From an optimization exercise on the open Yosys and OpenROAD flow, aimed at small area, a short achievable clock period and few clock cycles per item; shortcuts taken in it are not production practice.
The RTL was checked by simulation tests, not by an equivalence proof against the original design.

[design.v]
package sramMapPkg;
	typedef logic [17:0] sramAddr_t;
	typedef struct packed {
		logic [7:0] hi;
		logic [7:0] lo;
	} sramBytes_t;
	typedef union packed {
		logic [15:0] raw;
		sramBytes_t bytes;
	} sramWord_u;
	typedef enum logic [1:0] {
		PlaneY,
		PlaneU,
		PlaneV
	} plane_e;
	typedef struct packed {
		plane_e plane;
		sramAddr_t address;
	} readReq_t;
	typedef struct packed {
		plane_e plane;
		sramWord_u word;
	} readRet_t;
endpackage
package colorPkg;
	typedef logic [7:0] sample_t;
	typedef logic signed [31:0] fixed_t;
	typedef struct packed {
		fixed_t uEven;
		fixed_t uOdd;
		fixed_t vEven;
		fixed_t vOdd;
	} chromaPair_t;
	typedef struct packed {
		sample_t y0;
		sample_t y1;
		chromaPair_t chroma;
	} yuvPair_t;
	typedef struct packed {
		sample_t r;
		sample_t g;
		sample_t b;
	} rgbPixel_t;
	typedef struct packed {
		rgbPixel_t p0;
		rgbPixel_t p1;
	} rgbPair_t;
	localparam fixed_t Tap5 = 32'sd21;
	localparam fixed_t Tap3 = -32'sd52;
	localparam fixed_t Tap1 = 32'sd159;
	localparam fixed_t CoefY = 32'sd76284;
	localparam fixed_t CoefRv = 32'sd104595;
	localparam fixed_t CoefGu = -32'sd25624;
	localparam fixed_t CoefGv = -32'sd53281;
	localparam fixed_t CoefBu = 32'sd132251;
	localparam fixed_t LumaOffset = 32'sd16;
	localparam fixed_t ChromaOffset = 32'sd128;
	localparam fixed_t FilterRound = 32'sd128;
	localparam int FilterShift = 8;
endpackage
`timescale 1ns/1ns
module yuvToRgb (
	input logic Clock,
	input logic resetn,
	input logic start,
	input logic [15:0] readData,
	output logic done,
	output logic [17:0] sramAddress,
	output logic [15:0] sramWriteData,
	output logic sramWeN
);
	logic busy;
	logic [7:0] pq;
	logic [2:0] ph;
	logic [8:0] wa;
	logic shen, shV, shHi;
	logic rdU, rdV, rdY, rkU, rkV, rkY;
	logic [7:0] win [12];
	logic [15:0] pendU, pendV, yw;
	logic [8:0] f, uc;
	logic [8:0] fc9;
	logic [9:0] fd1, fd2, fd3;
	logic [15:0] gb;
	logic [7:0] b0;
	function automatic logic [6:0] flagsOf(input logic [7:0] q);
		flagsOf = {q <= 8'd3, q >= 8'd4, (q >= 8'd4) && (q <= 8'd158),
			(q >= 8'd4) && (q <= 8'd162), !q[0] && (q <= 8'd159),
			q[0] && (q <= 8'd158), q == 8'd163};
	endfunction
	logic [6:0] fl, nf, df;
	logic dfPro, dfWrOk, dfRdC, dfRdYk, dfVHi, dfUHi, flLastP;
	logic [1:0] dfQ;
	assign {dfPro, dfWrOk, dfRdC, dfRdYk, dfVHi, dfUHi} = df[6:1];
	assign dfQ = (ph == 3'd4) ? pq[1:0] + 2'd1 : pq[1:0];
	assign flLastP = fl[0];
	logic [2:0] nph;
	logic dWr, dRdU, dRdV, dRdY, dSh, dShV, dShHi;
	logic [6:0] kc;
	logic [7:0] yc;
	assign nph = (ph == 3'd4) ? 3'd0 : ph + 3'd1;
	assign df = (ph == 3'd4) ? nf : fl;
	always_comb begin
		dWr = 1'b0; dRdU = 1'b0; dRdV = 1'b0; dRdY = 1'b0;
		dSh = 1'b0; dShV = 1'b0; dShHi = 1'b0;
		if (dfPro && !(dfQ == 2'd3 && nph > 3'd2)) begin
			case ({dfQ, nph})
				{2'd0, 3'd4}: dRdU = 1'b1;
				{2'd1, 3'd0}: dRdV = 1'b1;
				{2'd1, 3'd1}: begin dSh = 1'b1; dShHi = 1'b1; end
				{2'd1, 3'd2}: begin dSh = 1'b1; dShHi = 1'b1; dShV = 1'b1; end
				{2'd1, 3'd3}: begin dSh = 1'b1; dShHi = 1'b1; end
				{2'd1, 3'd4}: begin dSh = 1'b1; dShHi = 1'b1; dShV = 1'b1; end
				{2'd2, 3'd0}: begin dSh = 1'b1; dShHi = 1'b1; end
				{2'd2, 3'd1}: begin dSh = 1'b1; dShHi = 1'b1; dShV = 1'b1; end
				{2'd2, 3'd2}: begin dSh = 1'b1; dRdU = 1'b1; end
				{2'd2, 3'd3}: begin dSh = 1'b1; dShV = 1'b1; dRdV = 1'b1; end
				{2'd2, 3'd4}: begin dSh = 1'b1; dShHi = 1'b1; end
				{2'd3, 3'd0}: begin dSh = 1'b1; dShHi = 1'b1; dShV = 1'b1; end
				{2'd3, 3'd1}: begin dSh = 1'b1; dRdU = 1'b1; end
				{2'd3, 3'd2}: begin dSh = 1'b1; dShV = 1'b1; dRdY = 1'b1; end
				default: ;
			endcase
		end else begin
			case (nph)
				3'd0: begin
					dRdU = dfQ[0] && dfRdC;
					dRdV = !dfQ[0] && dfRdC;
				end
				3'd1: dRdY = dfRdYk;
				3'd2: begin
					dWr = dfWrOk;
					dSh = 1'b1; dShV = 1'b1;
					dShHi = dfVHi;
				end
				3'd3: begin
					dWr = dfWrOk;
					dSh = 1'b1;
					dShHi = dfUHi;
				end
				default: dWr = dfWrOk;
			endcase
		end
	end
	logic go, lastNow;
	assign go = start && !busy;
	assign lastNow = flLastP && (ph == 3'd4);
	always_ff @(posedge Clock or negedge resetn) begin
		if (!resetn) begin
			busy <= 1'b0;
			done <= 1'b0;
			sramWeN <= 1'b1;
		end else begin
			if (go) begin
				busy <= 1'b1;
				done <= 1'b0;
			end else if (busy && lastNow) begin
				busy <= 1'b0;
				done <= 1'b1;
			end
			sramWeN <= !(busy && !lastNow && !go && dWr);
		end
	end
	always_ff @(posedge Clock) begin
		if (go) begin
			pq <= 8'd0;
			ph <= 3'd4;
			fl <= flagsOf(8'd0);
			nf <= flagsOf(8'd1);
			wa <= 9'd0;
			kc <= 7'd0;
			yc <= 8'd0;
			sramAddress <= 18'd38400;
			rdU <= 1'b1; rdV <= 1'b0; rdY <= 1'b0;
			shen <= 1'b0; shV <= 1'b0; shHi <= 1'b0;
		end else begin
			ph <= nph;
			if (ph == 3'd4) begin
				pq <= pq + 8'd1;
				fl <= nf;
				nf <= flagsOf(pq + 8'd2);
			end
			if (dWr)
				wa <= wa + 9'd1;
			if (dRdV)
				kc <= kc + 7'd1;
			if (dRdY)
				yc <= yc + 8'd1;
			if (dWr)
				sramAddress <= {9'd287, wa};
			else if (dRdY)
				sramAddress <= {10'd0, yc};
			else if (dRdU)
				sramAddress <= {11'd300, kc};
			else
				sramAddress <= {11'd450, kc};
			rdU <= busy && dRdU;
			rdV <= busy && dRdV;
			rdY <= busy && dRdY;
			shen <= busy && dSh;
			shV <= dShV;
			shHi <= dShHi;
		end
		rkU <= rdU;
		rkV <= rdV;
		rkY <= rdY;
	end
	logic [7:0] shIn;
	logic [8:0] sA, sB, sC;
	assign sA = {1'b0, win[0]} + {1'b0, win[10]};
	assign sB = {1'b0, win[2]} + {1'b0, win[8]};
	assign sC = {1'b0, win[4]} + {1'b0, win[6]};
	always_comb begin
		case ({shV, shHi})
			2'b00: shIn = pendU[7:0];
			2'b01: shIn = pendU[15:8];
			2'b10: shIn = pendV[7:0];
			default: shIn = pendV[15:8];
		endcase
	end
	always_ff @(posedge Clock) begin
		if (rkU)
			pendU <= readData;
		if (rkV)
			pendV <= readData;
		if (rkY)
			yw <= readData;
		if (shen) begin
			for (int i = 0; i < 11; i++)
				win[i] <= win[i + 1];
			win[11] <= shIn;
		end
		fc9 <= sC;
		fd1 <= {1'b0, sA} - {1'b0, sC} + 10'd512;
		fd2 <= {1'b0, sA} - {1'b0, sB} + 10'd512;
		fd3 <= {1'b0, sC} - {1'b0, sB} + 10'd512;
	end
	logic [7:0] py;
	logic [8:0] pu, pv;
	assign pu = uc;
wire cr_1;
wire cr_2;
wire cr_3;
wire cr_4;
wire cr_5;
wire cr_6;
wire cr_7;
wire cr_8;
wire cr_9;
wire cr_10;
wire cr_11;
wire cr_12;
wire cr_13;
wire cr_14;
wire cr_15;
wire cr_16;
wire cr_17;
wire cr_18;
wire cr_19;
wire cr_20;
wire cr_21;
wire cr_22;
wire cr_23;
wire cr_24;
wire cr_25;
wire cr_26;
wire cr_27;
wire cr_28;
wire cr_29;
wire cr_30;
wire cr_31;
wire cr_32;
wire cr_33;
wire cr_34;
wire cr_35;
wire cr_36;
wire cr_37;
wire cr_38;
wire cr_39;
wire cr_40;
wire cr_41;
wire cr_42;
wire cr_43;
wire cr_44;
wire cr_45;
wire cr_46;
wire cr_47;
wire cr_48;
wire cr_49;
wire cr_50;
wire cr_51;
wire cr_52;
wire cr_53;
wire cr_54;
wire cr_55;
wire cr_56;
wire cr_57;
wire cr_58;
wire cr_59;
wire cr_60;
wire cr_61;
wire cr_62;
wire cr_63;
wire cr_64;
wire cr_65;
wire cr_66;
wire cr_67;
wire cr_68;
wire cr_69;
wire cr_70;
wire cr_71;
wire cr_72;
wire cr_73;
wire cr_74;
wire cr_75;
wire cr_76;
wire cr_77;
wire cr_78;
wire cr_79;
wire cr_80;
wire cr_81;
wire cr_82;
wire cr_83;
wire cr_84;
wire cr_85;
wire cr_86;
wire cr_87;
wire cr_88;
wire cr_89;
wire cr_90;
wire cr_91;
wire cr_92;
wire cr_93;
wire cr_94;
wire cr_95;
wire cr_96;
wire cr_97;
wire cr_98;
wire cr_99;
wire cr_100;
wire cr_101;
wire cr_102;
wire cr_103;
wire cr_104;
wire cr_105;
wire cr_106;
wire cr_107;
wire cr_108;
wire cr_109;
wire cr_110;
wire cr_111;
wire cr_112;
wire cr_113;
wire cr_114;
wire cr_115;
wire cr_116;
wire cr_117;
wire cr_118;
wire cr_119;
wire cr_120;
wire cr_121;
wire cr_122;
wire cr_123;
wire cr_124;
wire cr_125;
wire cr_126;
wire cr_127;
wire cr_128;
wire cr_129;
wire cr_130;
wire cr_131;
wire cr_132;
wire cr_133;
wire cr_134;
wire cr_135;
wire cr_136;
wire cr_137;
wire cr_138;
wire cr_139;
wire cr_140;
wire cr_141;
wire cr_142;
wire cr_143;
wire cr_144;
wire cr_145;
wire cr_146;
wire cr_147;
wire cr_148;
wire cr_149;
wire cr_150;
wire cr_151;
wire cr_152;
wire cr_153;
wire cr_154;
wire cr_155;
wire cr_156;
wire cr_157;
wire cr_158;
wire cr_159;
wire cr_160;
wire cr_161;
wire cr_162;
wire cr_163;
wire cr_164;
wire cr_165;
wire cr_166;
wire cr_167;
wire cr_168;
wire cr_169;
wire cr_170;
wire cr_171;
wire cr_172;
wire cr_173;
wire cr_174;
wire cr_175;
wire cr_176;
wire cr_177;
wire cr_178;
wire cr_179;
wire cr_180;
wire cr_181;
wire cr_182;
assign cr_1 = ~~pv[0];
assign cr_2 = ~pv[0];
assign cr_3 = ~pv[4];
assign cr_4 = ~pv[6];
assign cr_5 = ~py[0];
assign cr_6 = ~py[1];
assign cr_7 = ~py[2];
assign cr_8 = ~py[5];
assign cr_9 = ~py[7];
assign cr_10 = ~py[7];
assign cr_11 = ~py[6];
assign cr_12 = ~pv[7];
assign cr_13 = ~pv[8];
assign cr_14 = ~pv[8];
FA cr_15_i (py[6], py[4], py[2], cr_15, cr_16);
FA cr_17_i (py[5], py[3], py[0], cr_17, cr_18);
FA cr_19_i (py[6], py[4], py[1], cr_19, cr_20);
HA cr_21_i (pv[4], pv[0], cr_21, cr_22);
FA cr_23_i (py[5], py[2], pv[5], cr_23, cr_24);
HA cr_25_i (pv[1], ~pv[7], cr_25, cr_26);
FA cr_27_i (py[6], py[3], pv[6], cr_27, cr_28);
HA cr_29_i (pv[2], py[7], cr_29, cr_30);
HA cr_31_i (py[7], py[4], cr_31, cr_32);
FA cr_33_i (pv[5], pv[3], pv[0], cr_33, cr_34);
FA cr_35_i (pv[4], pv[1], ~py[6], cr_35, cr_36);
FA cr_37_i (pv[7], pv[5], pv[2], cr_37, cr_38);
HA cr_39_i (pv[6], ~py[7], cr_39, cr_40);
FA cr_41_i (pv[8], pv[6], pv[3], cr_41, cr_42);
HA cr_43_i (py[0], cr_6, cr_43, cr_44);
FA cr_45_i (py[0], pv[7], pv[4], cr_45, cr_46);
FA cr_47_i (py[1], ~pv[0], cr_7, cr_47, cr_48);
FA cr_49_i (py[3], py[1], pv[8], cr_49, cr_50);
FA cr_51_i (pv[5], py[2], ~pv[1], cr_51, cr_52);
FA cr_53_i (py[4], py[2], py[0], cr_53, cr_54);
FA cr_55_i (pv[6], pv[0], ~pv[2], cr_55, cr_56);
FA cr_57_i (py[3], py[1], pv[7], cr_57, cr_58);
FA cr_59_i (pv[1], ~pv[3], cr_8, cr_59, cr_60);
FA cr_61_i (pv[8], pv[2], py[5], cr_61, cr_62);
FA cr_63_i (~pv[4], ~pv[0], cr_15, cr_63, cr_64);
FA cr_65_i (pv[3], ~pv[5], ~pv[1], cr_65, cr_66);
FA cr_67_i (cr_9, cr_16, cr_17, cr_67, cr_68);
FA cr_69_i (py[7], ~pv[6], ~pv[2], cr_69, cr_70);
FA cr_71_i (cr_21, cr_18, cr_19, cr_71, cr_72);
FA cr_73_i (~pv[3], cr_10, cr_22, cr_73, cr_74);
FA cr_75_i (cr_25, cr_20, cr_23, cr_75, cr_76);
FA cr_77_i (~pv[8], ~pv[4], cr_29, cr_77, cr_78);
FA cr_79_i (cr_26, cr_24, cr_27, cr_79, cr_80);
FA cr_81_i (pv[7], pv[3], ~pv[5], cr_81, cr_82);
FA cr_83_i (cr_30, cr_31, cr_28, cr_83, cr_84);
FA cr_85_i (py[5], pv[8], pv[4], cr_85, cr_86);
HA cr_87_i (~pv[6], cr_32, cr_87, cr_88);
HA cr_89_i (pv[5], ~pv[7], cr_89, cr_90);
HA cr_91_i (py[7], pv[6], cr_91, cr_92);
HA cr_93_i (pv[1], pv[0], cr_93, cr_94);
FA cr_95_i (pv[2], pv[0], ~py[2], cr_95, cr_96);
FA cr_97_i (pv[3], pv[1], ~py[3], cr_97, cr_98);
FA cr_99_i (pv[2], ~py[4], ~pv[6], cr_99, cr_100);
FA cr_101_i (pv[4], ~py[5], ~pv[7], cr_101, cr_102);
FA cr_103_i (~pv[8], cr_4, cr_34, cr_103, cr_104);
FA cr_105_i (cr_5, cr_39, cr_37, cr_105, cr_106);
FA cr_107_i (cr_40, cr_43, cr_38, cr_107, cr_108);
FA cr_109_i (cr_44, cr_42, cr_45, cr_109, cr_110);
FA cr_111_i (cr_46, cr_49, cr_48, cr_111, cr_112);
FA cr_113_i (cr_50, cr_53, cr_52, cr_113, cr_114);
FA cr_115_i (cr_54, cr_57, cr_56, cr_115, cr_116);
FA cr_117_i (cr_58, cr_61, cr_60, cr_117, cr_118);
FA cr_119_i (cr_62, cr_65, cr_64, cr_119, cr_120);
FA cr_121_i (cr_66, cr_69, cr_68, cr_121, cr_122);
FA cr_123_i (cr_70, cr_73, cr_72, cr_123, cr_124);
FA cr_125_i (cr_74, cr_77, cr_76, cr_125, cr_126);
FA cr_127_i (cr_81, cr_78, cr_80, cr_127, cr_128);
FA cr_129_i (cr_85, cr_87, cr_82, cr_129, cr_130);
FA cr_131_i (cr_11, cr_89, cr_86, cr_131, cr_132);
FA cr_133_i (py[6], ~pv[8], cr_91, cr_133, cr_134);
HA cr_135_i (~py[0], ~pv[2], cr_135, cr_136);
FA cr_137_i (~py[1], ~pv[3], cr_93, cr_137, cr_138);
FA cr_139_i (~pv[4], cr_94, cr_95, cr_139, cr_140);
FA cr_141_i (~pv[5], cr_96, cr_97, cr_141, cr_142);
FA cr_143_i (cr_3, cr_98, cr_99, cr_143, cr_144);
FA cr_145_i (cr_33, cr_100, cr_101, cr_145, cr_146);
FA cr_147_i (cr_102, cr_35, cr_103, cr_147, cr_148);
FA cr_149_i (cr_36, cr_104, cr_105, cr_149, cr_150);
FA cr_151_i (cr_41, cr_106, cr_107, cr_151, cr_152);
FA cr_153_i (cr_47, cr_108, cr_109, cr_153, cr_154);
FA cr_155_i (cr_51, cr_110, cr_111, cr_155, cr_156);
FA cr_157_i (cr_55, cr_112, cr_113, cr_157, cr_158);
FA cr_159_i (cr_59, cr_114, cr_115, cr_159, cr_160);
FA cr_161_i (cr_63, cr_116, cr_117, cr_161, cr_162);
FA cr_163_i (cr_67, cr_118, cr_119, cr_163, cr_164);
FA cr_165_i (cr_71, cr_120, cr_121, cr_165, cr_166);
FA cr_167_i (cr_75, cr_122, cr_123, cr_167, cr_168);
FA cr_169_i (cr_79, cr_124, cr_125, cr_169, cr_170);
FA cr_171_i (cr_83, cr_126, cr_127, cr_171, cr_172);
FA cr_173_i (cr_84, cr_129, cr_128, cr_173, cr_174);
FA cr_175_i (cr_88, cr_131, cr_130, cr_175, cr_176);
FA cr_177_i (cr_90, cr_133, cr_132, cr_177, cr_178);
FA cr_179_i (cr_12, cr_92, cr_134, cr_179, cr_180);
HA cr_181_i (pv[7], cr_13, cr_181, cr_182);
wire [16:0] cr_lo = {1'b0, {cr_160, cr_158, cr_156, cr_154, cr_152, cr_150, cr_148, cr_146, cr_144, cr_142, cr_140, cr_138, cr_136, cr_2, ~pv[1], cr_1}} + {1'b0, {cr_161, cr_159, cr_157, cr_155, cr_153, cr_151, cr_149, cr_147, cr_145, cr_143, cr_141, cr_139, cr_137, cr_135, ~pv[0], 1'b0}};
logic [22:0] cr_r;
wire [22:0] cr_d = {cr_lo[16], cr_182, cr_180, cr_178, cr_176, cr_174, cr_173, cr_171, cr_169, cr_167, cr_165, cr_163, cr_14, cr_181, cr_179, cr_177, cr_175, cr_172, cr_170, cr_168, cr_166, cr_164, cr_162};
wire [10:0] cr_x = {cr_r[10], cr_r[9], cr_r[8], cr_r[7], cr_r[6], cr_r[5], cr_r[4], cr_r[3], cr_r[2], cr_r[1], cr_r[0]} + {cr_r[21], cr_r[20], cr_r[19], cr_r[18], cr_r[17], cr_r[16], cr_r[15], cr_r[14], cr_r[13], cr_r[12], cr_r[11]} + {10'd0, cr_r[22]};
wire cg_1;
wire cg_2;
wire cg_3;
wire cg_4;
wire cg_5;
wire cg_6;
wire cg_7;
wire cg_8;
wire cg_9;
wire cg_10;
wire cg_11;
wire cg_12;
wire cg_13;
wire cg_14;
wire cg_15;
wire cg_16;
wire cg_17;
wire cg_18;
wire cg_19;
wire cg_20;
wire cg_21;
wire cg_22;
wire cg_23;
wire cg_24;
wire cg_25;
wire cg_26;
wire cg_27;
wire cg_28;
wire cg_29;
wire cg_30;
wire cg_31;
wire cg_32;
wire cg_33;
wire cg_34;
wire cg_35;
wire cg_36;
wire cg_37;
wire cg_38;
wire cg_39;
wire cg_40;
wire cg_41;
wire cg_42;
wire cg_43;
wire cg_44;
wire cg_45;
wire cg_46;
wire cg_47;
wire cg_48;
wire cg_49;
wire cg_50;
wire cg_51;
wire cg_52;
wire cg_53;
wire cg_54;
wire cg_55;
wire cg_56;
wire cg_57;
wire cg_58;
wire cg_59;
wire cg_60;
wire cg_61;
wire cg_62;
wire cg_63;
wire cg_64;
wire cg_65;
wire cg_66;
wire cg_67;
wire cg_68;
wire cg_69;
wire cg_70;
wire cg_71;
wire cg_72;
wire cg_73;
wire cg_74;
wire cg_75;
wire cg_76;
wire cg_77;
wire cg_78;
wire cg_79;
wire cg_80;
wire cg_81;
wire cg_82;
wire cg_83;
wire cg_84;
wire cg_85;
wire cg_86;
wire cg_87;
wire cg_88;
wire cg_89;
wire cg_90;
wire cg_91;
wire cg_92;
wire cg_93;
wire cg_94;
wire cg_95;
wire cg_96;
wire cg_97;
wire cg_98;
wire cg_99;
wire cg_100;
wire cg_101;
wire cg_102;
wire cg_103;
wire cg_104;
wire cg_105;
wire cg_106;
wire cg_107;
wire cg_108;
wire cg_109;
wire cg_110;
wire cg_111;
wire cg_112;
wire cg_113;
wire cg_114;
wire cg_115;
wire cg_116;
wire cg_117;
wire cg_118;
wire cg_119;
wire cg_120;
wire cg_121;
wire cg_122;
wire cg_123;
wire cg_124;
wire cg_125;
wire cg_126;
wire cg_127;
wire cg_128;
wire cg_129;
wire cg_130;
wire cg_131;
wire cg_132;
wire cg_133;
wire cg_134;
wire cg_135;
wire cg_136;
wire cg_137;
wire cg_138;
wire cg_139;
wire cg_140;
wire cg_141;
wire cg_142;
wire cg_143;
wire cg_144;
wire cg_145;
wire cg_146;
wire cg_147;
wire cg_148;
wire cg_149;
wire cg_150;
wire cg_151;
wire cg_152;
wire cg_153;
wire cg_154;
wire cg_155;
wire cg_156;
wire cg_157;
wire cg_158;
wire cg_159;
wire cg_160;
wire cg_161;
wire cg_162;
wire cg_163;
wire cg_164;
wire cg_165;
wire cg_166;
wire cg_167;
wire cg_168;
wire cg_169;
wire cg_170;
wire cg_171;
wire cg_172;
wire cg_173;
wire cg_174;
wire cg_175;
wire cg_176;
wire cg_177;
wire cg_178;
wire cg_179;
wire cg_180;
wire cg_181;
wire cg_182;
wire cg_183;
wire cg_184;
wire cg_185;
wire cg_186;
wire cg_187;
wire cg_188;
wire cg_189;
wire cg_190;
wire cg_191;
wire cg_192;
wire cg_193;
wire cg_194;
wire cg_195;
wire cg_196;
wire cg_197;
wire cg_198;
wire cg_199;
wire cg_200;
wire cg_201;
wire cg_202;
wire cg_203;
wire cg_204;
wire cg_205;
wire cg_206;
wire cg_207;
wire cg_208;
wire cg_209;
wire cg_210;
wire cg_211;
wire cg_212;
wire cg_213;
wire cg_214;
wire cg_215;
wire cg_216;
wire cg_217;
wire cg_218;
wire cg_219;
wire cg_220;
wire cg_221;
wire cg_222;
wire cg_223;
wire cg_224;
wire cg_225;
wire cg_226;
wire cg_227;
wire cg_228;
wire cg_229;
wire cg_230;
wire cg_231;
wire cg_232;
wire cg_233;
wire cg_234;
wire cg_235;
assign cg_1 = ~~pv[0];
assign cg_2 = ~~py[0];
assign cg_3 = ~pu[4];
assign cg_4 = ~pu[5];
assign cg_5 = ~py[0];
assign cg_6 = ~py[1];
assign cg_7 = ~py[4];
assign cg_8 = ~py[6];
assign cg_9 = ~py[6];
assign cg_10 = ~py[6];
assign cg_11 = ~py[7];
assign cg_12 = ~py[5];
assign cg_13 = ~py[6];
assign cg_14 = ~py[7];
assign cg_15 = ~py[7];
assign cg_16 = ~py[7];
assign cg_17 = ~py[7];
FA cg_18_i (py[7], py[5], py[3], cg_18, cg_19);
HA cg_20_i (py[4], py[1], cg_20, cg_21);
FA cg_22_i (py[7], py[5], py[2], cg_22, cg_23);
HA cg_24_i (py[2], py[0], cg_24, cg_25);
HA cg_26_i (py[3], py[1], cg_26, cg_27);
FA cg_28_i (py[2], py[0], pu[0], cg_28, cg_29);
HA cg_30_i (~pu[8], ~pu[3], cg_30, cg_31);
FA cg_32_i (py[5], py[3], py[1], cg_32, cg_33);
FA cg_34_i (pu[1], pv[0], py[4], cg_34, cg_35);
FA cg_36_i (py[4], py[2], pu[2], cg_36, cg_37);
FA cg_38_i (pv[1], ~pu[5], ~pu[0], cg_38, cg_39);
FA cg_40_i (py[0], pu[3], pv[2], cg_40, cg_41);
FA cg_42_i (py[6], ~pu[6], ~pu[1], cg_42, cg_43);
HA cg_44_i (~pv[4], ~pv[0], cg_44, cg_45);
FA cg_46_i (pu[4], pv[3], ~pu[7], cg_46, cg_47);
FA cg_48_i (~pu[2], ~pv[5], ~pv[1], cg_48, cg_49);
FA cg_50_i (cg_9, cg_20, cg_19, cg_50, cg_51);
FA cg_52_i (pu[5], pv[4], py[6], cg_52, cg_53);
FA cg_54_i (~pu[8], ~pu[3], ~pv[6], cg_54, cg_55);
FA cg_56_i (~pv[2], cg_21, cg_22, cg_56, cg_57);
FA cg_58_i (py[3], pu[6], pv[5], cg_58, cg_59);
FA cg_60_i (~pu[4], ~pv[7], ~pv[3], cg_60, cg_61);
HA cg_62_i (cg_10, cg_23, cg_62, cg_63);
FA cg_64_i (py[4], pu[7], pv[6], cg_64, cg_65);
FA cg_66_i (py[6], ~pu[5], ~pv[8], cg_66, cg_67);
HA cg_68_i (~pv[4], cg_11, cg_68, cg_69);
FA cg_70_i (pu[8], pv[7], py[7], cg_70, cg_71);
HA cg_72_i (~pu[6], ~pv[5], cg_72, cg_73);
HA cg_74_i (pv[8], py[5], cg_74, cg_75);
HA cg_76_i (pu[2], ~py[3], cg_76, cg_77);
FA cg_78_i (pu[3], ~py[4], ~pu[1], cg_78, cg_79);
FA cg_80_i (~py[5], ~pu[2], ~pv[7], cg_80, cg_81);
FA cg_82_i (pu[4], ~py[6], ~pu[3], cg_82, cg_83);
HA cg_84_i (~pv[8], ~pv[3], cg_84, cg_85);
FA cg_86_i (pu[6], pu[5], ~py[7], cg_86, cg_87);
FA cg_88_i (~pu[4], ~pv[4], cg_5, cg_88, cg_89);
FA cg_90_i (pu[7], py[0], ~pu[5], cg_90, cg_91);
FA cg_92_i (~pu[0], ~pv[5], cg_6, cg_92, cg_93);
FA cg_94_i (pu[8], py[1], ~pu[6], cg_94, cg_95);
FA cg_96_i (~pu[1], ~pv[6], cg_24, cg_96, cg_97);
FA cg_98_i (~pu[7], ~pu[2], ~pv[7], cg_98, cg_99);
FA cg_100_i (~pv[0], cg_25, cg_26, cg_100, cg_101);
FA cg_102_i (~pv[8], ~pv[1], cg_7, cg_102, cg_103);
FA cg_104_i (cg_27, cg_30, cg_28, cg_104, cg_105);
FA cg_106_i (~pu[4], ~pv[2], cg_31, cg_106, cg_107);
FA cg_108_i (cg_29, cg_32, cg_34, cg_108, cg_109);
FA cg_110_i (~pv[3], cg_8, cg_33, cg_110, cg_111);
FA cg_112_i (cg_35, cg_36, cg_38, cg_112, cg_113);
FA cg_114_i (cg_44, cg_37, cg_18, cg_114, cg_115);
FA cg_116_i (cg_40, cg_39, cg_42, cg_116, cg_117);
FA cg_118_i (cg_45, cg_41, cg_43, cg_118, cg_119);
FA cg_120_i (cg_46, cg_48, cg_50, cg_120, cg_121);
FA cg_122_i (cg_52, cg_47, cg_49, cg_122, cg_123);
FA cg_124_i (cg_54, cg_51, cg_56, cg_124, cg_125);
FA cg_126_i (cg_53, cg_58, cg_55, cg_126, cg_127);
FA cg_128_i (cg_60, cg_62, cg_57, cg_128, cg_129);
FA cg_130_i (cg_68, cg_59, cg_64, cg_130, cg_131);
FA cg_132_i (cg_61, cg_66, cg_63, cg_132, cg_133);
FA cg_134_i (cg_12, cg_69, cg_72, cg_134, cg_135);
FA cg_136_i (cg_65, cg_70, cg_67, cg_136, cg_137);
FA cg_138_i (~pu[7], ~pv[6], cg_13, cg_138, cg_139);
FA cg_140_i (cg_74, cg_73, cg_71, cg_140, cg_141);
FA cg_142_i (py[6], ~pu[8], ~pv[7], cg_142, cg_143);
HA cg_144_i (cg_14, cg_75, cg_144, cg_145);
HA cg_146_i (pu[0], ~py[1], cg_146, cg_147);
HA cg_148_i (pu[1], ~py[2], cg_148, cg_149);
FA cg_150_i (~pu[0], ~pv[5], ~pv[0], cg_150, cg_151);
FA cg_152_i (~pv[6], ~pv[1], cg_77, cg_152, cg_153);
FA cg_154_i (~pv[2], cg_3, cg_79, cg_154, cg_155);
FA cg_156_i (cg_4, cg_84, cg_81, cg_156, cg_157);
FA cg_158_i (cg_85, cg_83, cg_86, cg_158, cg_159);
FA cg_160_i (cg_87, cg_89, cg_90, cg_160, cg_161);
FA cg_162_i (cg_91, cg_93, cg_94, cg_162, cg_163);
FA cg_164_i (cg_95, cg_98, cg_97, cg_164, cg_165);
FA cg_166_i (cg_99, cg_102, cg_101, cg_166, cg_167);
FA cg_168_i (cg_103, cg_106, cg_105, cg_168, cg_169);
FA cg_170_i (cg_107, cg_109, cg_110, cg_170, cg_171);
FA cg_172_i (cg_111, cg_114, cg_113, cg_172, cg_173);
FA cg_174_i (cg_115, cg_117, cg_118, cg_174, cg_175);
FA cg_176_i (cg_119, cg_122, cg_121, cg_176, cg_177);
FA cg_178_i (cg_123, cg_126, cg_125, cg_178, cg_179);
FA cg_180_i (cg_130, cg_127, cg_132, cg_180, cg_181);
FA cg_182_i (cg_134, cg_131, cg_136, cg_182, cg_183);
FA cg_184_i (cg_138, cg_135, cg_140, cg_184, cg_185);
FA cg_186_i (cg_144, cg_139, cg_142, cg_186, cg_187);
FA cg_188_i (~pv[8], cg_15, cg_145, cg_188, cg_189);
HA cg_190_i (~pv[3], ~py[0], cg_190, cg_191);
FA cg_192_i (~pv[4], cg_147, cg_148, cg_192, cg_193);
FA cg_194_i (cg_149, cg_76, cg_150, cg_194, cg_195);
FA cg_196_i (cg_151, cg_78, cg_152, cg_196, cg_197);
FA cg_198_i (cg_80, cg_153, cg_154, cg_198, cg_199);
FA cg_200_i (cg_82, cg_155, cg_156, cg_200, cg_201);
FA cg_202_i (cg_88, cg_157, cg_158, cg_202, cg_203);
FA cg_204_i (cg_92, cg_159, cg_160, cg_204, cg_205);
FA cg_206_i (cg_96, cg_161, cg_162, cg_206, cg_207);
FA cg_208_i (cg_100, cg_163, cg_164, cg_208, cg_209);
FA cg_210_i (cg_104, cg_165, cg_166, cg_210, cg_211);
FA cg_212_i (cg_108, cg_167, cg_168, cg_212, cg_213);
FA cg_214_i (cg_112, cg_169, cg_170, cg_214, cg_215);
FA cg_216_i (cg_116, cg_171, cg_172, cg_216, cg_217);
FA cg_218_i (cg_120, cg_173, cg_174, cg_218, cg_219);
FA cg_220_i (cg_124, cg_175, cg_176, cg_220, cg_221);
FA cg_222_i (cg_128, cg_177, cg_178, cg_222, cg_223);
FA cg_224_i (cg_129, cg_180, cg_179, cg_224, cg_225);
FA cg_226_i (cg_133, cg_182, cg_181, cg_226, cg_227);
FA cg_228_i (cg_137, cg_184, cg_183, cg_228, cg_229);
FA cg_230_i (cg_141, cg_186, cg_185, cg_230, cg_231);
FA cg_232_i (cg_143, cg_188, cg_187, cg_232, cg_233);
HA cg_234_i (cg_16, cg_189, cg_234, cg_235);
wire [16:0] cg_lo = {1'b0, {cg_213, cg_211, cg_209, cg_207, cg_205, cg_203, cg_201, cg_199, cg_197, cg_195, cg_193, cg_191, cg_146, ~pv[2], ~pv[1], cg_1}} + {1'b0, {cg_214, cg_212, cg_210, cg_208, cg_206, cg_204, cg_202, cg_200, cg_198, cg_196, cg_194, cg_192, cg_190, cg_2, ~pv[0], 1'b0}};
logic [22:0] cg_r;
wire [22:0] cg_d = {cg_lo[16], cg_235, cg_233, cg_231, cg_229, cg_227, cg_225, cg_224, cg_222, cg_220, cg_218, cg_216, cg_17, cg_234, cg_232, cg_230, cg_228, cg_226, cg_223, cg_221, cg_219, cg_217, cg_215};
wire [10:0] cg_x = {cg_r[10], cg_r[9], cg_r[8], cg_r[7], cg_r[6], cg_r[5], cg_r[4], cg_r[3], cg_r[2], cg_r[1], cg_r[0]} + {cg_r[21], cg_r[20], cg_r[19], cg_r[18], cg_r[17], cg_r[16], cg_r[15], cg_r[14], cg_r[13], cg_r[12], cg_r[11]} + {10'd0, cg_r[22]};
wire cb_1;
wire cb_2;
wire cb_3;
wire cb_4;
wire cb_5;
wire cb_6;
wire cb_7;
wire cb_8;
wire cb_9;
wire cb_10;
wire cb_11;
wire cb_12;
wire cb_13;
wire cb_14;
wire cb_15;
wire cb_16;
wire cb_17;
wire cb_18;
wire cb_19;
wire cb_20;
wire cb_21;
wire cb_22;
wire cb_23;
wire cb_24;
wire cb_25;
wire cb_26;
wire cb_27;
wire cb_28;
wire cb_29;
wire cb_30;
wire cb_31;
wire cb_32;
wire cb_33;
wire cb_34;
wire cb_35;
wire cb_36;
wire cb_37;
wire cb_38;
wire cb_39;
wire cb_40;
wire cb_41;
wire cb_42;
wire cb_43;
wire cb_44;
wire cb_45;
wire cb_46;
wire cb_47;
wire cb_48;
wire cb_49;
wire cb_50;
wire cb_51;
wire cb_52;
wire cb_53;
wire cb_54;
wire cb_55;
wire cb_56;
wire cb_57;
wire cb_58;
wire cb_59;
wire cb_60;
wire cb_61;
wire cb_62;
wire cb_63;
wire cb_64;
wire cb_65;
wire cb_66;
wire cb_67;
wire cb_68;
wire cb_69;
wire cb_70;
wire cb_71;
wire cb_72;
wire cb_73;
wire cb_74;
wire cb_75;
wire cb_76;
wire cb_77;
wire cb_78;
wire cb_79;
wire cb_80;
wire cb_81;
wire cb_82;
wire cb_83;
wire cb_84;
wire cb_85;
wire cb_86;
wire cb_87;
wire cb_88;
wire cb_89;
wire cb_90;
wire cb_91;
wire cb_92;
wire cb_93;
wire cb_94;
wire cb_95;
wire cb_96;
wire cb_97;
wire cb_98;
wire cb_99;
wire cb_100;
wire cb_101;
wire cb_102;
wire cb_103;
wire cb_104;
wire cb_105;
wire cb_106;
wire cb_107;
wire cb_108;
wire cb_109;
wire cb_110;
wire cb_111;
wire cb_112;
wire cb_113;
wire cb_114;
wire cb_115;
wire cb_116;
wire cb_117;
wire cb_118;
wire cb_119;
wire cb_120;
wire cb_121;
wire cb_122;
wire cb_123;
wire cb_124;
wire cb_125;
wire cb_126;
wire cb_127;
wire cb_128;
wire cb_129;
wire cb_130;
wire cb_131;
wire cb_132;
wire cb_133;
wire cb_134;
wire cb_135;
wire cb_136;
wire cb_137;
wire cb_138;
wire cb_139;
wire cb_140;
wire cb_141;
wire cb_142;
wire cb_143;
wire cb_144;
wire cb_145;
wire cb_146;
wire cb_147;
wire cb_148;
wire cb_149;
wire cb_150;
wire cb_151;
wire cb_152;
wire cb_153;
wire cb_154;
wire cb_155;
wire cb_156;
assign cb_1 = ~~pu[0];
assign cb_2 = ~~py[1];
assign cb_3 = ~pu[1];
assign cb_4 = ~pu[3];
assign cb_5 = ~py[0];
assign cb_6 = ~py[1];
assign cb_7 = ~py[3];
assign cb_8 = ~py[4];
assign cb_9 = ~py[6];
assign cb_10 = ~py[6];
assign cb_11 = ~py[5];
assign cb_12 = ~py[6];
assign cb_13 = ~py[7];
assign cb_14 = ~pu[7];
assign cb_15 = ~pu[8];
assign cb_16 = ~pu[8];
HA cb_17_i (py[2], py[0], cb_17, cb_18);
HA cb_19_i (py[5], py[3], cb_19, cb_20);
FA cb_21_i (pu[2], pu[0], pu[1], cb_21, cb_22);
FA cb_23_i (pu[1], ~py[6], ~pu[8], cb_23, cb_24);
FA cb_25_i (pu[4], pu[2], pu[3], cb_25, cb_26);
HA cb_27_i (~py[7], ~pu[7], cb_27, cb_28);
FA cb_29_i (pu[5], pu[3], pu[0], cb_29, cb_30);
FA cb_31_i (py[0], ~pu[8], cb_6, cb_31, cb_32);
FA cb_33_i (py[2], py[0], pu[6], cb_33, cb_34);
FA cb_35_i (pu[4], pu[1], py[1], cb_35, cb_36);
FA cb_37_i (py[1], pu[7], pu[5], cb_37, cb_38);
HA cb_39_i (pu[2], cb_7, cb_39, cb_40);
FA cb_41_i (pu[8], pu[6], pu[3], cb_41, cb_42);
FA cb_43_i (py[3], cb_8, cb_17, cb_43, cb_44);
FA cb_45_i (py[1], pu[7], pu[4], cb_45, cb_46);
FA cb_47_i (py[4], cb_18, cb_19, cb_47, cb_48);
FA cb_49_i (py[4], py[2], pu[8], cb_49, cb_50);
FA cb_51_i (pu[5], cb_9, cb_20, cb_51, cb_52);
FA cb_53_i (py[7], py[5], py[3], cb_53, cb_54);
FA cb_55_i (py[0], pu[6], py[6], cb_55, cb_56);
FA cb_57_i (py[6], py[4], py[1], cb_57, cb_58);
HA cb_59_i (pu[7], pu[0], cb_59, cb_60);
FA cb_61_i (py[7], py[5], py[2], cb_61, cb_62);
HA cb_63_i (pu[8], pu[1], cb_63, cb_64);
HA cb_65_i (py[3], pu[2], cb_65, cb_66);
HA cb_67_i (py[7], py[4], cb_67, cb_68);
HA cb_69_i (~py[2], ~pu[4], cb_69, cb_70);
FA cb_71_i (pu[0], ~py[3], ~pu[5], cb_71, cb_72);
FA cb_73_i (~py[4], ~pu[6], ~pu[4], cb_73, cb_74);
FA cb_75_i (~py[5], ~pu[7], ~pu[5], cb_75, cb_76);
FA cb_77_i (~pu[6], cb_4, cb_22, cb_77, cb_78);
FA cb_79_i (cb_5, cb_27, cb_25, cb_79, cb_80);
FA cb_81_i (cb_28, cb_26, cb_29, cb_81, cb_82);
FA cb_83_i (cb_30, cb_33, cb_35, cb_83, cb_84);
FA cb_85_i (cb_39, cb_34, cb_36, cb_85, cb_86);
FA cb_87_i (cb_40, cb_38, cb_41, cb_87, cb_88);
FA cb_89_i (cb_42, cb_45, cb_44, cb_89, cb_90);
FA cb_91_i (cb_46, cb_49, cb_48, cb_91, cb_92);
FA cb_93_i (cb_50, cb_53, cb_55, cb_93, cb_94);
FA cb_95_i (cb_59, cb_54, cb_56, cb_95, cb_96);
FA cb_97_i (cb_60, cb_63, cb_58, cb_97, cb_98);
FA cb_99_i (cb_10, cb_64, cb_65, cb_99, cb_100);
FA cb_101_i (pu[3], py[6], cb_66, cb_101, cb_102);
HA cb_103_i (pu[4], cb_11, cb_103, cb_104);
HA cb_105_i (pu[5], py[5], cb_105, cb_106);
HA cb_107_i (pu[6], py[6], cb_107, cb_108);
HA cb_109_i (~py[0], ~pu[2], cb_109, cb_110);
FA cb_111_i (~pu[3], ~pu[1], cb_2, cb_111, cb_112);
FA cb_113_i (~pu[2], ~py[1], cb_69, cb_113, cb_114);
FA cb_115_i (~pu[3], cb_70, cb_71, cb_115, cb_116);
FA cb_117_i (cb_3, cb_72, cb_73, cb_117, cb_118);
FA cb_119_i (cb_21, cb_74, cb_75, cb_119, cb_120);
FA cb_121_i (cb_76, cb_23, cb_77, cb_121, cb_122);
FA cb_123_i (cb_24, cb_78, cb_79, cb_123, cb_124);
FA cb_125_i (cb_31, cb_80, cb_81, cb_125, cb_126);
FA cb_127_i (cb_32, cb_82, cb_83, cb_127, cb_128);
FA cb_129_i (cb_37, cb_84, cb_85, cb_129, cb_130);
FA cb_131_i (cb_43, cb_86, cb_87, cb_131, cb_132);
FA cb_133_i (cb_47, cb_88, cb_89, cb_133, cb_134);
FA cb_135_i (cb_51, cb_90, cb_91, cb_135, cb_136);
FA cb_137_i (cb_52, cb_93, cb_92, cb_137, cb_138);
FA cb_139_i (cb_57, cb_94, cb_95, cb_139, cb_140);
FA cb_141_i (cb_61, cb_96, cb_97, cb_141, cb_142);
FA cb_143_i (cb_62, cb_99, cb_98, cb_143, cb_144);
FA cb_145_i (cb_67, cb_100, cb_101, cb_145, cb_146);
FA cb_147_i (cb_68, cb_103, cb_102, cb_147, cb_148);
FA cb_149_i (cb_12, cb_105, cb_104, cb_149, cb_150);
FA cb_151_i (cb_13, cb_106, cb_107, cb_151, cb_152);
FA cb_153_i (py[7], cb_14, cb_108, cb_153, cb_154);
HA cb_155_i (pu[7], cb_15, cb_155, cb_156);
wire [16:0] cb_lo = {1'b0, {cb_134, cb_132, cb_130, cb_128, cb_126, cb_124, cb_122, cb_120, cb_118, cb_116, cb_114, cb_112, cb_110, ~pu[0], ~pu[1], cb_1}} + {1'b0, {cb_135, cb_133, cb_131, cb_129, cb_127, cb_125, cb_123, cb_121, cb_119, cb_117, cb_115, cb_113, cb_111, cb_109, ~pu[0], 1'b0}};
logic [22:0] cb_r;
wire [22:0] cb_d = {cb_lo[16], cb_156, cb_154, cb_153, cb_150, cb_148, cb_147, cb_144, cb_143, cb_141, cb_138, cb_137, cb_16, cb_155, cb_152, cb_151, cb_149, cb_146, cb_145, cb_142, cb_140, cb_139, cb_136};
wire [10:0] cb_x = {cb_r[10], cb_r[9], cb_r[8], cb_r[7], cb_r[6], cb_r[5], cb_r[4], cb_r[3], cb_r[2], cb_r[1], cb_r[0]} + {cb_r[21], cb_r[20], cb_r[19], cb_r[18], cb_r[17], cb_r[16], cb_r[15], cb_r[14], cb_r[13], cb_r[12], cb_r[11]} + {10'd0, cb_r[22]};
wire fl_1;
wire fl_2;
wire fl_3;
wire fl_4;
wire fl_5;
wire fl_6;
wire fl_7;
wire fl_8;
wire fl_9;
wire fl_10;
wire fl_11;
wire fl_12;
wire fl_13;
wire fl_14;
wire fl_15;
wire fl_16;
wire fl_17;
wire fl_18;
wire fl_19;
wire fl_20;
wire fl_21;
wire fl_22;
wire fl_23;
wire fl_24;
wire fl_25;
wire fl_26;
wire fl_27;
wire fl_28;
wire fl_29;
wire fl_30;
wire fl_31;
wire fl_32;
wire fl_33;
wire fl_34;
wire fl_35;
wire fl_36;
wire fl_37;
wire fl_38;
wire fl_39;
wire fl_40;
wire fl_41;
wire fl_42;
wire fl_43;
wire fl_44;
wire fl_45;
wire fl_46;
wire fl_47;
wire fl_48;
wire fl_49;
wire fl_50;
wire fl_51;
wire fl_52;
wire fl_53;
wire fl_54;
wire fl_55;
wire fl_56;
wire fl_57;
wire fl_58;
wire fl_59;
wire fl_60;
wire fl_61;
wire fl_62;
wire fl_63;
wire fl_64;
wire fl_65;
wire fl_66;
wire fl_67;
wire fl_68;
wire fl_69;
wire fl_70;
assign fl_1 = ~fc9[0];
assign fl_2 = ~fc9[2];
assign fl_3 = ~fc9[3];
assign fl_4 = ~fc9[5];
HA fl_5_i (fd3[2], fd1[7], fl_5, fl_6);
FA fl_7_i (fc9[1], fd3[3], fd1[8], fl_7, fl_8);
HA fl_9_i (fd2[4], fd2[6], fl_9, fl_10);
FA fl_11_i (fd3[4], fd1[9], fd2[5], fl_11, fl_12);
HA fl_13_i (fd2[7], fl_2, fl_13, fl_14);
FA fl_15_i (fd3[5], fd2[6], fd2[8], fl_15, fl_16);
HA fl_17_i (fc9[2], fl_3, fl_17, fl_18);
FA fl_19_i (fc9[4], fd3[6], fd2[7], fl_19, fl_20);
HA fl_21_i (fd2[9], fc9[3], fl_21, fl_22);
HA fl_23_i (fd3[7], fd2[8], fl_23, fl_24);
HA fl_25_i (fc9[6], fd3[8], fl_25, fl_26);
HA fl_27_i (fd3[0], fd1[5], fl_27, fl_28);
FA fl_29_i (fd3[1], fd1[6], fd2[2], fl_29, fl_30);
FA fl_31_i (fd2[3], fd2[5], fl_1, fl_31, fl_32);
FA fl_33_i (fc9[0], fl_6, fl_9, fl_33, fl_34);
FA fl_35_i (fl_10, fl_13, fl_8, fl_35, fl_36);
FA fl_37_i (fl_14, fl_17, fl_12, fl_37, fl_38);
FA fl_39_i (fl_21, fl_18, fl_16, fl_39, fl_40);
FA fl_41_i (fl_4, fl_22, fl_23, fl_41, fl_42);
FA fl_43_i (fd2[9], fc9[5], fl_24, fl_43, fl_44);
HA fl_45_i (fc9[7], fd3[9], fl_45, fl_46);
HA fl_47_i (fd1[4], fd2[0], fl_47, fl_48);
FA fl_49_i (fd2[1], fd2[3], fl_27, fl_49, fl_50);
FA fl_51_i (fd2[4], fl_28, fl_29, fl_51, fl_52);
FA fl_53_i (fl_5, fl_30, fl_31, fl_53, fl_54);
FA fl_55_i (fl_7, fl_32, fl_33, fl_55, fl_56);
FA fl_57_i (fl_11, fl_34, fl_35, fl_57, fl_58);
FA fl_59_i (fl_15, fl_36, fl_37, fl_59, fl_60);
FA fl_61_i (fl_19, fl_38, fl_39, fl_61, fl_62);
FA fl_63_i (fl_20, fl_41, fl_40, fl_63, fl_64);
FA fl_65_i (fl_25, fl_42, fl_43, fl_65, fl_66);
FA fl_67_i (fl_26, fl_45, fl_44, fl_67, fl_68);
HA fl_69_i (fc9[8], fl_46, fl_69, fl_70);
wire [16:0] fl_s = {fl_70, fl_69, fl_66, fl_65, fl_62, fl_60, fl_58, fl_56, fl_54, fl_52, fl_50, fl_48, fd2[2], fd1[3], fd1[2], fd1[1], fd1[0]} + {1'b0, fl_68, fl_67, fl_64, fl_63, fl_61, fl_59, fl_57, fl_55, fl_53, fl_51, fl_49, fl_47, fd2[1], fd2[0], 1'b0, 1'b0};
wire [8:0] fl_q = fl_s[16:8];
	function automatic logic [7:0] clip(input logic [10:0] x);
		if (x[10:9] == 2'b00)
			clip = 8'd0;
		else if (x[10] || (x[9] && x[8]))
			clip = 8'd255;
		else
			clip = x[7:0];
	endfunction
	logic [7:0] cR, cG, cB;
	assign cR = clip(cr_x);
	assign cG = clip(cg_x);
	assign cB = clip(cb_x);
	always_ff @(posedge Clock) begin
		f <= fl_q;
		uc <= (ph == 3'd4) ? {win[3][7], !win[3][7], win[3][6:0]} : f;
		pv <= (ph == 3'd4) ? {win[4][7], !win[4][7], win[4][6:0]} : fl_q;
		py <= (ph == 3'd4) ? yw[15:8] : yw[7:0];
		cr_r <= cr_d;
		cg_r <= cg_d;
		cb_r <= cb_d;
		b0 <= cB;
		gb <= {cG, cB};
		case (ph)
			3'd1: sramWriteData <= {cR, cG};
			3'd2: sramWriteData <= {b0, cR};
			default: sramWriteData <= gb;
		endcase
	end
endmodule
module FA(input a, input b, input c, output s, output co);
	assign s = a ^ b ^ c;
	assign co = (a & b) | (a & c) | (b & c);
endmodule
module HA(input a, input b, output s, output co);
	assign s = a ^ b;
	assign co = a & b;
endmodule
[flow/run.sh]
#!/bin/bash
set -euo pipefail
bash standard.sh SETUP_SLACK_MARGIN=8.4 "BUFFER_PORTS_ARGS=-buffer_cell sky130_fd_sc_hd__buf_2" finish > standard.log 2>&1
[standard.sh]
#!/bin/bash
# synth_recipe.tcl (not shown) runs the flow's synth.tcl, then flattens the netlist and writes it again
# the make line also repeats each setting of config.mk as NAME=value (left out here)
make -C /OpenROAD-flow-scripts/flow DESIGN_CONFIG=/design/flow/config.mk WORK_HOME=/design/flow/orfs CLKGATE_MAP_FILE= SYNTH_SCRIPT=/design/flow/synth_recipe.tcl "${@:-finish}"
[config.mk]
export PLATFORM = sky130hd
export DESIGN_NAME = yuvToRgb
export DESIGN_NICKNAME = yuvToRgb
export VERILOG_FILES = /design/flow/design.v
export SDC_FILE = /design/flow/constraint.sdc
export NUM_CORES = 4
export LEC_CHECK = 0
export CAP_MARGIN = 20
export CORE_MARGIN = 2
export CORE_UTILIZATION = 40
export CTS_CLUSTER_DIAMETER = 100
export CTS_CLUSTER_SIZE = 25
export SETUP_SLACK_MARGIN = 5
export SLEW_MARGIN = 20
export SYNTH_HIERARCHICAL = 1
export SYNTH_MINIMUM_KEEP_SIZE = 0
[constraint.sdc]
create_clock -name core_clock -period 12.0 [get_ports {Clock}]
set_input_delay 2.4000 -clock core_clock [delete_from_list [all_inputs] [get_ports {Clock}]]
set_output_delay 2.4000 -clock core_clock [all_outputs]
set_load 0.01 [all_outputs]
==> reports/qor.csv, run 1 <==
stage,metric,value,unit
timing,tightest_slew,1.03,ns
yosys,synth_top_family_by_area,adder cells,
yosys,synth_edf_count,144,
finish,multi_input_area,0.0128,mm^2
die,die_width,241,um
detailed_routing,drtIter0Drc,1007,
detailed_routing,num_vias,13600,
hold_path,hp-class,reg -> reg,
yosys,ys_ff_latch,392,
setup_path,cp_slowest_stage_delay,0.55,ns
setup_path,slowest_stage,dfstp_2,
setup_path,worst-path-buf-inv,1,
detailed_routing,drt-pass1-iter-count,5,
global_routing,grt_pass1_wl,79.9,mm
timing,relSlewSlack,31.4,%
setup_path,ff2ff_path_depth,9,
setup_path,cp_max_fo,1,
yosys,netlist_area,0.0225,mm^2
global_routing,grt_max_degree,76,
timing,fmax,276,MHz
yosys,async_flop_share,0.765,%
clock_tree,numClockSinks,392,
yosys,synthCells,1813,
detailed_routing,wl_met1,22.9,mm
hold_path,holdPathStages,0,
clock_tree,clockBufferDepth,3,
detailed_routing,drt_wl_total,49.9,mm
clock_tree,cts.reportedPaths.clkPinSlew,0.11,ns
global_routing,grt_overflow,0,
timing,rsz0062_at_grt,yes,
yosys,yosysSeqAreaShare,41.3,%
die,boundaryPins,55,
finish,layout-area-overhead-vs-synth,9.37,%
yosys,syn_nets,2284,
timing,finalSetupViolations,0,
detailed_routing,avgRoutedWirePerCell,18.9,um
yosys,synth_area_leaders,"fa_1 23%, dfxtp_1 22%, edfxtp_1 19%",
finish,drive_gt1_share,9.95,%
yosys,yosys.area.top_type_share,22.6,%
setup_path,end_kind,primary output,
finish,diodes,0,
clock_tree,cts-htree-levels,1,
job,cap_violations,0,
placed_design,port_buffers,53,
setup_path,crit_required,9.60,ns
yosys,synth_most_common_cell,fa_1,
die,core_area,0.0554,mm^2
global_routing,grt_pass1_vias,14500,
outcome,status,"complete, no violations",
yosys,yosys.area_share.adder,33.6,%
yosys,synth_xor_area_share,3.66,%
detailed_routing,met2_length,23.2,mm
yosys,synth_commonest_cells,"254 x fa_1, 245 x dfxtp_1, 198 x ha_1",
detailed_routing,vias_per_cell,5.17,
die,num_rows,86,
placed_design,gp_congestion,0.877,
setup_path,critical_path_class,reg -> out,
yosys,avgSynthCellArea,12.4,um^2
setup_path,crit_cells,1,
yosys,yosys.area_share.simple,7.93,%
finish,layout.nets,2348,
setup_path,cp.arrival,1.22,ns
setup_path,r2r_slack,8.44,ns
yosys,ys.flop_type,dfxtp_1,
yosys,yosysWarnings,8,
detailed_routing,wl_met3,2.44,mm
die,start_util,40.6,%
finish,register_area,0.00935,mm^2
yosys,synthMuxAreaShare,1.58,%
clock_tree,cts_buffers,20,
placed_design,dpl.hpwl,38.0,mm
timing,finalClockSkew,0.0251,ns
setup_path,critical_path.cell_chain,buf_6,
yosys,yosysTopAreaCell,fa_1,
global_routing,grt.total_usage,17.8,%
timing,hold_viol,0,
timing,post-route-period-util,30.2,%
timing,fin_crit,3.62,ns
detailed_routing,ant_nets,0,
clock_tree,cts_root_buffer,clkbuf_16,
die,die_area,0.0582,mm^2
clock_tree,tritoncts,done,
detailed_routing,route.detailed.drc,0,
finish,nFillCells,5019,
global_routing,antenna_found_initial,0,
clock_tree,clk-insertion-delay-late,0.58,ns
setup_path,crit_family,flip-flops,
setup_path,cp-start-kind,flop,
die,die_h,241,um
timing,maxSlewViolCount,0,
timing,tns,0,ns
yosys,synth-compound-area-share,9.46,%
detailed_routing,dr.max_layer_used,met4,
yosys,yosysUniqueCellTypes,72,
==> layout by cell type (no fill, tap or decap), types with 17 or more instances in the layout <==
cell / n
fa_1: 254
dfxtp_1: 222
ha_1: 197
edfxtp_1: 144
nand2_1: 132
nor2_1: 104
a21oi_1: 84
inv_1: 82
o21ai_0: 76
xnor2_1: 55
buf_2: 52
xor2_1: 38
a21o_1: 34
buf_4: 31
nand3_1: 26
nor2b_1: 24
nand2b_1: 21
clkbuf_16: 20
nand4_1: 18
dfxtp_2: 17
==> cell type report <==
type | instances | area share, %
repair buffers | 87 | 2.27
flip-flops and latches | 392 | 38.0
multi-input cells | 1285 | 51.8
inverters | 91 | 1.52
clock buffers | 30 | 2.23
well taps | 748 | 3.80
clock inverters | 5 | 0.391
==> state kept, by name (all words and copies together) (netlist names), 14 cells and up <==
signal         flops
win               96
sramAddress       14
pendV             16
cg_r              23
pendU             16
yw                16
cb_r              23
cr_r              23
sramWriteData     16
==> modules after synthesis (local to each module, per instance) <==
module,copies in the design,area [um^2],flops+latches
yuvToRgb,1,17000,392
FA,243,20.0,0
HA,53,12.5,0
==> cells by family (layout without fill, tap and decap cells) <==
kind of cell / Yosys count / count (layout)
AND/OR/NAND/NOR: 386 / 386
multiplexers: 25 / 25
XOR/XNOR: 94 / 94
AO/OA/AOI/OAI: 327 / 327
buffers and inverters: 136 / 213
adder cells (fa/ha/maj): 452 / 452
flip-flops: 392 / 392
other: 1 / 1
==> repair_timing <==
action | CTS | global route
gates resized for setup | 13 | 40
setup buffers | 5 | 20
pin swaps | 1 | 0
setup endpoints to repair | 10 | 22
hold buffers | 0 | 0
hold endpoints to repair | 0 | 0
==> path summary, 6_finish.rpt <==
check                      startpoint  endpoint
hold / removal                    rdU       rkU
min in group asynchronous      resetn      done
max in group asynchronous      resetn   sramWeN
setup reg to reg                pv[8]  cg_r[22]
setup / recovery              sramWeN   sramWeN
hold reg to reg                   rdU       rkU
==> stage by stage <==
stage | setup slack (ns) | hold WS, ns | cells | cell area (um^2) | util (%)
5_1_grt | 8.25 | 0.342 | 2638 | 24600 | 44.4
3_3_place_gp | 7.98 | 0.313 | 2577 | 23600 | 42.6
6_report | 8.38 | 0.337 | 2638 | 24600 | 44.4
4_1_cts | 8.22 | 0.339 | 2617 | 24300 | 43.9
2_1_floorplan | 8.45 | 0.310 | 1813 | 22500 | -
3_5_place_dp | 7.99 | 0.316 | 2577 | 23600 | 42.6
==> routing by layer <==
layer  up-vias  track usage, %
li1       6436               -
met1      6834            24.4
met2       299            29.2
met3        67            3.08
met4         0            4.64
met5         -               0
Testbench counts, summed over its fixed seeds: cycles 26,144, rows 32.
==> inputs of run 2 (changes only) <==
==> flow/run.sh (replaced) <==
#!/bin/bash
set -euo pipefail
bash standard.sh SETUP_SLACK_MARGIN=8.0 "BUFFER_PORTS_ARGS=-buffer_cell sky130_fd_sc_hd__buf_2" finish > standard.log 2>&1
==> reports/qor.csv, run 2 <==
stage,metric,value,unit
clock_tree,cts_buffers,20,
yosys,avgSynthCellArea,12.4,um^2
finish,final_common_cell,fa_1,
detailed_routing,vias_per_cell,5.21,
placed_design,gp_congestion,0.897,
clock_tree,cts_hold_buffers,0,
timing,tns,0,ns
timing,fin_crit,3.85,ns
placed_design,dpl.hpwl,37.6,mm
finish,layout.nets,2329,
clock_tree,cts.reportedPaths.clkPinSlew,0.09,ns
clock_tree,numClockSinks,392,
setup_path,cp.arrival,4.30,ns
detailed_routing,drtIter0Drc,913,
setup_path,cp-start-kind,flop,
yosys,syn_nets,2284,
setup_path,crit_required,12.45,ns
global_routing,grt_max_degree,63,
detailed_routing,num_vias,13600,
setup_path,crit_family,adder cells,
die,core_area,0.0554,mm^2
setup_path,critical_path_class,reg -> reg,
global_routing,antenna_found_initial,0,
job,cap_violations,0,
die,die_area,0.0582,mm^2
die,start_util,40.6,%
clock_tree,tritoncts,done,
die,num_rows,86,
setup_path,critical_path.cell_chain,inv_1 > fa_1 > fa_1 > fa_1 > ha_1 > a21o_1 > a21oi_1 > nor2_1 > a211oi_1 > o31ai_1,
clock_tree,clk-insertion-delay-late,0.57,ns
yosys,synth_edf_count,144,
global_routing,grt_pass1_vias,14200,
yosys,yosys.area.top_type_share,22.6,%
yosys,netlist_area,0.0225,mm^2
yosys,yosysTopAreaCell,fa_1,
yosys,ys_ff_latch,392,
timing,relSlewSlack,28.9,%
die,die_h,241,um
finish,top_register,win,
timing,hold_viol,0,
detailed_routing,route.detailed.drc,0,
yosys,ys.flop_type,dfxtp_1,
outcome,status,"complete, no violations",
setup_path,slowest_stage,dfxtp_1,
yosys,synth_most_common_cell,fa_1,
yosys,synth_area_leaders,"fa_1 23%, dfxtp_1 22%, edfxtp_1 19%",
detailed_routing,avgRoutedWirePerCell,18.7,um
setup_path,cp_slowest_stage_delay,0.73,ns
yosys,yosysSeqAreaShare,41.3,%
detailed_routing,drt_wl_total,48.9,mm
finish,stdcell_area,0.0243,mm^2
finish,layout-area-overhead-vs-synth,7.90,%
timing,post-route-period-util,32.1,%
yosys,synth_commonest_cells,"254 x fa_1, 245 x dfxtp_1, 198 x ha_1",
yosys,yosysWarnings,8,
setup_path,cp_max_fo,7,
timing,maxSlewViolCount,0,
timing,hold_ws,0.330,ns
finish,fin_util,43.8,%
finish,final_cell_mix,"254 x fa_1, 242 x dfxtp_1, 198 x ha_1, 144 x edfxtp_1, 132 x nand2_1",
hold_path,hp-class,reg -> reg,
yosys,synthCells,1813,
timing,tightest_slew,1.06,ns
timing,finalClockSkew,0.0169,ns
finish,drive_gt1_share,7.11,%
global_routing,grt.total_usage,17.4,%
timing,rsz0062_at_grt,no,
clock_tree,cts-htree-levels,1,
die,boundaryPins,55,
finish,nFillCells,5078,
setup_path,end_kind,flop,
finish,largest_register_ffs,96,
clock_tree,clockBufferDepth,3,
setup_path,crit_top_cell,fa_1,
placed_design,place_area,0.0236,mm^2
clock_tree,cts_root_buffer,clkbuf_16,
detailed_routing,ant_nets,0,
die,die_width,241,um
timing,finalSetupViolations,0,
timing,fmax,260,MHz
global_routing,grt_pass1_wl,78.4,mm
setup_path,worst-path-buf-inv,1,
placed_design,port_buffers,53,
yosys,async_flop_share,0.765,%
detailed_routing,drt-pass1-iter-count,5,
global_routing,grt_overflow,0,
yosys,yosysUniqueCellTypes,72,
run 2: path summary, 6_finish.rpt:
path,startpoint,endpoint,slack [ns],cells past startpoint
hold / removal,rdV,rkV,0.33,0
hold reg to reg,rdV,rkV,0.33,0
max in group asynchronous,resetn,sramWeN,10.21,1
min in group asynchronous,resetn,done,1.60,1
setup / recovery,uc[5],cg_r[22],8.15,10
setup reg to reg,uc[5],cg_r[22],8.15,10
run 2: area by class of cell:
| cell class | count | area (um^2) | area share, % |
|---|---|---|---|
| flip-flops and latches | 392 | 9310 | 38.4 |
| multi-input cells | 1285 | 12700 | 52.2 |
| inverters | 91 | 345 | 1.42 |
| repair buffers | 68 | 398 | 1.64 |
| clock inverters | 6 | 75.1 | 0.309 |
| diodes | 1 | 2.50 | 0.0103 |
| well taps | 748 | 936 | 3.85 |
| clock buffers | 28 | 531 | 2.18 |
run 2: stage by stage:
stage | setup slack [ns] | cells
final | 8.15 | 2619
after global routing | 8.00 | 2618
after CTS | 8.09 | 2616
after detailed placement | 7.76 | 2582
after global placement | 7.80 | 2582
after floorplan | 8.13 | 1813
run 2: routing by layer:
metal / share of wire, % / vias to the layer above / track usage [%] / wire length (um)
li1: - / 6390 / - / -
met2: 47 / 306 / 28.7 / 22800
met5: 0 / - / 0 / 0
met1: 46 / 6894 / 24.0 / 22600
met4: 2.7 / 0 / 4.77 / 1340
met3: 4.5 / 58 / 2.69 / 2200
run 2: repair_timing:
item | CTS | global route
endpoints found under the setup margin | 2 | 3
pin swaps | 0 | 0
setup buffers | 0 | 1
gates resized for setup | 2 | 3
run 2: cell families after synthesis:
family                   count (synthesis)  share of synthesized area (%)
AO/OA/AOI/OAI                          327                           9.46
buffers and inverters                  136                           2.41
adder cells (fa/ha/maj)                452                           33.6
multiplexers                            25                           1.58
other                                    1                         0.0167
flip-flops                             392                           41.3
XOR/XNOR                                94                           3.66
AND/OR/NAND/NOR                        386                           7.93
run 2: Yosys stat by module, one instance, submodules excluded:
module    cells  times used  area (um^2)
yuvToRgb   1517           1        17000
FA            1         243         20.0
HA            1          53         12.5

afterwards: timing with drivers on the ports:
The results above use ideal ports. As a check the final layouts listed here were re-extracted and re-timed, cells and wires unchanged.
Step 1, drivers: a clkbuf_16 drives Clock and a buf_2 each remaining input, both assumed.
Step 2, shift: input delay + t, output delay - t, t = (earliest + latest rising clock arrival at the registers) / 2. This alone moves slack from input paths to output paths.
Three values: no drivers, after step 1, after step 2; two values: the first two.
run | t (ns) | setup slack, ns | clock arrival spread, ns | worst data-port slew with drivers (ns) | pins driven straight from the clock port
run 1 | 0.620 | 8.376 / 8.322 / 8.376 | 0.034 / 0.034 | 0.03 | 1
run 2 | 0.625 | 8.152 / 8.151 / 8.151 | 0.019 / 0.019 | 0.03 | 1
After both steps setup and hold are still met in every run listed. The setup slack of run 2, which loses most, moves by -0.001 ns with the drivers and by -0.001 ns with both steps.
